This is an optimization exercise on Yosys and OpenROAD, whose aim is a short achievable clock period and few clock cycles, not a production implementation. In this exercise RTL edits were held to simulation tests only and were not proved equivalent to the original. Power and IR drop assume default switching activity.

==> inputs of run A <==
// simdCore
module simdCore (
    input wire clk,
    input wire rst,
    input wire [18-1:0] instr,
    input wire ack,
    input wire [16-1:0] rdata,
    output logic [10-1:0] instrAddr,
    output logic req,
    output logic [10+16:0] memReq,
    output logic done
);
    localparam int QD = 4;                      
    localparam int QP = 2;                      
    localparam int DD = 4;                      
    function automatic logic [15:0] laneAdd(input logic [15:0] a, input logic [15:0] b,
                                            input logic sub, input logic [2:0] md);
        logic [15:0] bx;
        logic [19:0] x, y, s;
        logic cut8, cut4;
        cut8 = md[1] | md[2];
        cut4 = md[2];
        bx = b ^ {16{sub}};
        x = {a[15:12], cut4 ? sub : 1'b1, a[11:8], cut8 ? sub : 1'b1, a[7:4], cut4 ? sub : 1'b1, a[3:0], 1'b1};
        y = {bx[15:12], cut4 ? sub : 1'b0, bx[11:8], cut8 ? sub : 1'b0, bx[7:4], cut4 ? sub : 1'b0, bx[3:0], sub};
        s = x + y;
        laneAdd = {s[19:16], s[14:11], s[9:6], s[4:1]};
    endfunction
    function automatic logic [31:0] csa(input logic [15:0] x, input logic [15:0] y,
  ...
==> flow/config.mk <==
export PLATFORM = sky130hd
export DESIGN_NAME = simdCore
export DESIGN_NICKNAME = simdCore
export VERILOG_FILES = /design/flow/design.v
export SDC_FILE = /design/flow/constraint.sdc
export NUM_CORES = 4
export LEC_CHECK = 0
export ABC_CLOCK_PERIOD_IN_PS = 2500
export CAP_MARGIN = 30
export CELL_PAD_IN_SITES_DETAIL_PLACEMENT = 1
export CELL_PAD_IN_SITES_GLOBAL_PLACEMENT = 2
export CORE_MARGIN = 2
export CORE_UTILIZATION = 30
export PLACE_DENSITY = 0.5
export SETUP_SLACK_MARGIN = 5
export SLEW_MARGIN = 30
==> flow/constraint.sdc <==
create_clock -name core_clock -period 8.0 [get_ports {clk}]
set_input_delay 1.6000 -clock core_clock [delete_from_list [all_inputs] [get_ports {clk}]]
set_output_delay 1.6000 -clock core_clock [all_outputs]
set_load 0.01 [all_outputs]
run.sh (not shown) runs the stock make flow with config.mk's settings and CLKGATE_MAP_FILE= SYNTH_SCRIPT=/design/flow/synth_recipe.tcl, a recipe that flattens the netlist after the stock synthesis.
==> run P (differences from run A) <==
--- a/flow/design.v
+++ b/flow/design.v
@@ -292,20 +292,13 @@
         else
         begin
             hTouch = dTouch[0]; hASel = dASel[0]; hStore = dOp[0][1]; hMem = dOp[0][2] || dOp[0][1];
         end
     end
-    logic hOld, hIssue, portIdle;
-    assign portIdle = !req && !ack;
-    assign hOld = |(hTouch & ((pending & ~portDest) | (eMul ? eWSel : 12'd0)))
-               || (hStore && m1Valid && |(hASel & m1Dest))
-               || (hMem && !portIdle && qV[QD-1]);
-    assign hIssue = ((iMul || iLoad) && |(hTouch & iWSel)) || (hStore && iAlu && |(hASel & iWSel))
-                 || (hMem && (iLoad || iStore) && !portIdle && qV[QD-2]);
     assign wReadyN = (rDefer || dV[1] || (dV[0] && !wReady))
-                   && !hOld && !(!ldNow && |(hTouch & pending & portDest))
-                   && !(iFire && hIssue);
+                   && !(|(hTouch & busyN)) && !(hStore && |(hASel & writtenN))
+                   && !(hMem && qFullN);
     always_ff @(posedge clk)
     begin
         if (rst)
         begin
             dV <= '0;
==> flow/config.mk (replaced) <==
export PLATFORM = sky130hd
export DESIGN_NAME = simdCore
export DESIGN_NICKNAME = simdCore
export VERILOG_FILES = /design/flow/design.v
export SDC_FILE = /design/flow/constraint.sdc
export NUM_CORES = 4
export LEC_CHECK = 0
export ABC_CLOCK_PERIOD_IN_PS = 2500
export CAP_MARGIN = 20
export CORE_MARGIN = 2
export CORE_UTILIZATION = 30
export PLACE_DENSITY = 0.5
export SETUP_SLACK_MARGIN = 5
export SLEW_MARGIN = 20
==> run C (differences from run A) <==
--- a/flow/design.v
+++ b/flow/design.v
@@ -190,11 +190,14 @@
     logic [15:0] regs [0:11];
     logic [15:0] regNext [0:11];                
     logic [11:0] pending;                       
     logic [11:0] pendingNext;
     logic [11:0] busy;                          
-    logic [11:0] written;                       
+    logic [11:0] writtenE;                      
+    logic wbValid;
+    logic [11:0] wbDest;
+    logic [15:0] wbData;
     logic m1Valid, m2Valid;
     logic [11:0] m1Dest, m2Dest;
     logic [2:0] m1Md, m2Md;
     logic [15:0] m1Kill;
     logic [15:0] m1Row [0:7];
@@ -219,11 +222,11 @@
     logic [11:0] iASel, iBSel, iWSel;
     logic [15:0] iImm;
     logic [9:0] iAddr;
     logic qFull;
     logic wReadyR, wReadyN, headUseR, hStore, hMem;
-    logic [11:0] hTouch, hASel, busyN, writtenN;
+    logic [11:0] hTouch, hASel, hBSel, busyN;
     logic [11:0] dTouchAllN;
     logic dHasMemN;
     logic [QP:0] qHead, qTail;
     logic [QD-1:0] qV;                          
     logic launch, portLoad, ldNow;
@@ -249,11 +252,13 @@
         begin
             slotNoPop[i] = !dV[i] && ((i == 0) || dV[(i + DD - 1) % DD]);
             slotPop[i] = dV[i] && ((i == DD - 1) || !dV[(i + 1) % DD]);
         end
     end
-    assign hazR = |(rTouch & busy) || (rStore && |(rASel & written));
+    logic [11:0] lateW;
+    assign lateW = (wbValid ? wbDest : 12'd0) | (m2Valid ? m2Dest : 12'd0);
+    assign hazR = |(rTouch & busy) || |((rASel | rBSel) & writtenE) || (rStore && |(rASel & lateW));
     assign wReady = wReadyR;
     assign conflict = |(rTouch & dTouchAll) || ((rLoad || rStore) && dHasMem);
     assign rIssue = !wReady && !hazR && !conflict && !((rLoad || rStore) && qFull) && !rHalt;
     assign rDefer = (hazR || conflict) && !rHalt && !dV[DD-1];
     assign advance = rIssue || rDefer;
@@ -281,27 +286,27 @@
     assign headUseR = wReady ? !dV[1] : !dV[0];
     always_comb
     begin
         if (headUseR)
         begin
-            hTouch = rTouch; hASel = rASel; hStore = rStore; hMem = rLoad || rStore;
+            hTouch = rTouch; hASel = rASel; hBSel = rBSel; hStore = rStore; hMem = rLoad || rStore;
         end
         else if (wReady)
         begin
-            hTouch = dTouch[1]; hASel = dASel[1]; hStore = dOp[1][1]; hMem = dOp[1][2] || dOp[1][1];
+            hTouch = dTouch[1]; hASel = dASel[1]; hBSel = dBSel[1]; hStore = dOp[1][1]; hMem = dOp[1][2] || dOp[1][1];
         end
         else
         begin
-            hTouch = dTouch[0]; hASel = dASel[0]; hStore = dOp[0][1]; hMem = dOp[0][2] || dOp[0][1];
+            hTouch = dTouch[0]; hASel = dASel[0]; hBSel = dBSel[0]; hStore = dOp[0][1]; hMem = dOp[0][2] || dOp[0][1];
         end
     end
     logic hOld, hIssue, portIdle;
     assign portIdle = !req && !ack;
     assign hOld = |(hTouch & ((pending & ~portDest) | (eMul ? eWSel : 12'd0)))
-               || (hStore && m1Valid && |(hASel & m1Dest))
+               || (hStore && |(hASel & ((eAluWe ? eWSel : 12'd0) | (m1Valid ? m1Dest : 12'd0))))
                || (hMem && !portIdle && qV[QD-1]);
-    assign hIssue = ((iMul || iLoad) && |(hTouch & iWSel)) || (hStore && iAlu && |(hASel & iWSel))
+    assign hIssue = ((iMul || iLoad) && |(hTouch & iWSel)) || (iAlu && |((hASel | hBSel) & iWSel))
                  || (hMem && (iLoad || iStore) && !portIdle && qV[QD-2]);
     assign wReadyN = (rDefer || dV[1] || (dV[0] && !wReady))
                    && !hOld && !(!ldNow && |(hTouch & pending & portDest))
                    && !(iFire && hIssue);
     always_ff @(posedge clk)
@@ -371,29 +376,27 @@
     begin
         if (rst)
         begin
             pending <= '0;
             busy <= '0;
-            written <= '0;
+            writtenE <= '0;
         end
         else
         begin
             pending <= pendingNext;
             busy <= busyN;
-            written <= writtenN;
+            writtenE <= (iFire && iAlu) ? iWSel : 12'd0;
         end
     end
     assign busyN = pendingNext | ((iFire && iMul) ? iWSel : 12'd0) | (eMul ? eWSel : 12'd0);
-    assign writtenN = ((iFire && iAlu) ? iWSel : 12'd0) | (m1Valid ? m1Dest : 12'd0);
     assign pendingNext = (pending & ~(ldNow ? portDest : 12'd0)) | ((iMem && iLoad) ? iWSel : 12'd0);
     logic [15:0] rdValA, rdValB, stData, valA, valB;
-    logic [15:0] rdRA, rdRB, stR, rdWA, rdWB, stW;
-    logic fwdA, fwdB;
+    logic [15:0] rdRA, rdRB, rdWA, rdWB, stR, stW;
     always_comb
     begin
         for (int i = 0; i < 12; i++)
-            regNext[i] = (m2Valid && m2Dest[i]) ? mulRes : regs[i];
+            regNext[i] = (wbValid && wbDest[i]) ? wbData : (m2Valid && m2Dest[i]) ? mulRes : regs[i];
         rdRA = '0; rdRB = '0; stR = '0;
         rdWA = '0; rdWB = '0; stW = '0;
         for (int i = 0; i < 12; i++)
         begin
             rdRA = rdRA | (rASel[i] ? regNext[i] : 16'd0);
@@ -405,14 +408,12 @@
         end
         rdValA = iW ? rdWA : rdRA;
         rdValB = iW ? rdWB : rdRB;
         stData = iW ? stW : stR;
     end
-    assign fwdA = eAluWe && (iW ? |(dASel[0] & eWSel) : |(rASel & eWSel));
-    assign fwdB = eAluWe && (iW ? |(dBSel[0] & eWSel) : |(rBSel & eWSel));
-    assign valA = fwdA ? aluRes : rdValA;
-    assign valB = iUseImm ? iImm : fwdB ? aluRes : rdValB;
+    assign valA = rdValA;
+    assign valB = iUseImm ? iImm : rdValB;
     always_ff @(posedge clk)
     begin
         if (rst)
         begin
             eAdd <= 1'b0; eSub <= 1'b0; eMul <= 1'b0; eAnd <= 1'b0; eOr <= 1'b0; eNot <= 1'b0;
@@ -506,18 +507,25 @@
     begin
         for (int i = 0; i < 12; i++)
         begin
             if (rst)
                 regs[i] <= '0;
-            else if (eAluWe && eWSel[i])
-                regs[i] <= aluRes;
             else if (ldNow && portDest[i])
                 regs[i] <= rdata;
             else
                 regs[i] <= regNext[i];
         end
     end
+    always_ff @(posedge clk)
+    begin
+        if (rst)
+            wbValid <= 1'b0;
+        else
+            wbValid <= eAluWe;
+        wbDest <= eWSel;
+        wbData <= aluRes;
+    end
     logic [9:0] qAddr [0:QD-1];
     logic qWrite [0:QD-1];
     logic [15:0] qData [0:QD-1];
     logic [11:0] qDest [0:QD-1];
     assign launch = !req && !ack && (!qEmpty || iMem);
==> flow/config.mk (replaced) <==
export PLATFORM = sky130hd
export DESIGN_NAME = simdCore
export DESIGN_NICKNAME = simdCore
export VERILOG_FILES = /design/flow/design.v
export SDC_FILE = /design/flow/constraint.sdc
export NUM_CORES = 4
export LEC_CHECK = 0
export ABC_CLOCK_PERIOD_IN_PS = 2500
export CAP_MARGIN = 20
export CORE_MARGIN = 2
export CORE_UTILIZATION = 30
export PLACE_DENSITY = 0.5
export SETUP_SLACK_MARGIN = 5
export SLEW_MARGIN = 20
==> comparison table <==
| metric | run C | run P | run A |
|---|---|---|---|
| Cell with the largest stage delay on the worst path | sky130_fd_sc_hd__or4_4 | sky130_fd_sc_hd__nand2_1 | sky130_fd_sc_hd__a31oi_1 |
| N_taps | 2542 | 2656 | 2640 |
| Simple-gate area share of the yosys netlist | 0.153 | 0.151 | 0.159 |
| Area share of the largest cell type after synthesis | 0.259 | 0.259 | 0.261 |
| Placed cell count | 8395 | 8467 | 8576 |
| Result of the run | complete, but fails checks | finished clean | finished clean |
| Layout check failures | capacitance limit, slew limit | - | - |
| Switching power share of the total | 0.438 | 0.432 | 0.459 |
| Pleak | 0.0268 uW | 0.0261 uW | 0.0290 uW |
| Combined buffer and inverter count along the critical path | 5 | 3 | 1 |
| Met3 routing resource usage after global routing | 0.110 | 0.104 | 0.0847 |
| # resized after CTS | 732 | 552 | 898 |
| Min-Delay Endpoint | m2Md[1] | m2Md[2] | m2Md[1] |
| Area of the mapped netlist | 58500 um^2 | 59900 um^2 | 59300 um^2 |
Testbench counts of run A, summed over its fixed seeds: cycles 11,135.
Testbench counts of run P, summed over its fixed seeds: cycles 11,135.
Testbench counts of run C, summed over its fixed seeds: cycles 11,345.

re-timing with driven ports:
The flow's constraints put no driver on any port. The routed layouts listed below were extracted and timed again, unchanged, in two steps.
Step 1 assumes that a clkbuf_16 drives the clock port and a buf_2 every other input.
Step 2, shift: input delay + t, output delay - t, t = (earliest + latest rising clock arrival at the registers) / 2. This alone moves slack from input paths to output paths.
Three values: ideal ports, drivers, drivers and shift; two values: the first two.
run | shift t [ns] | setup WS [ns] | pins driven straight from the clock port
run A | 0.939 | 4.608 / 4.608 / 4.027 | 1
run P | 0.899 | 4.793 / 4.793 / 4.165 | 1
run C | 0.923 | 4.628 / 4.628 / 3.851 | 1
For run C, which loses most, drivers alone change the setup slack by 0.000 ns; drivers and shift together by -0.777 ns.
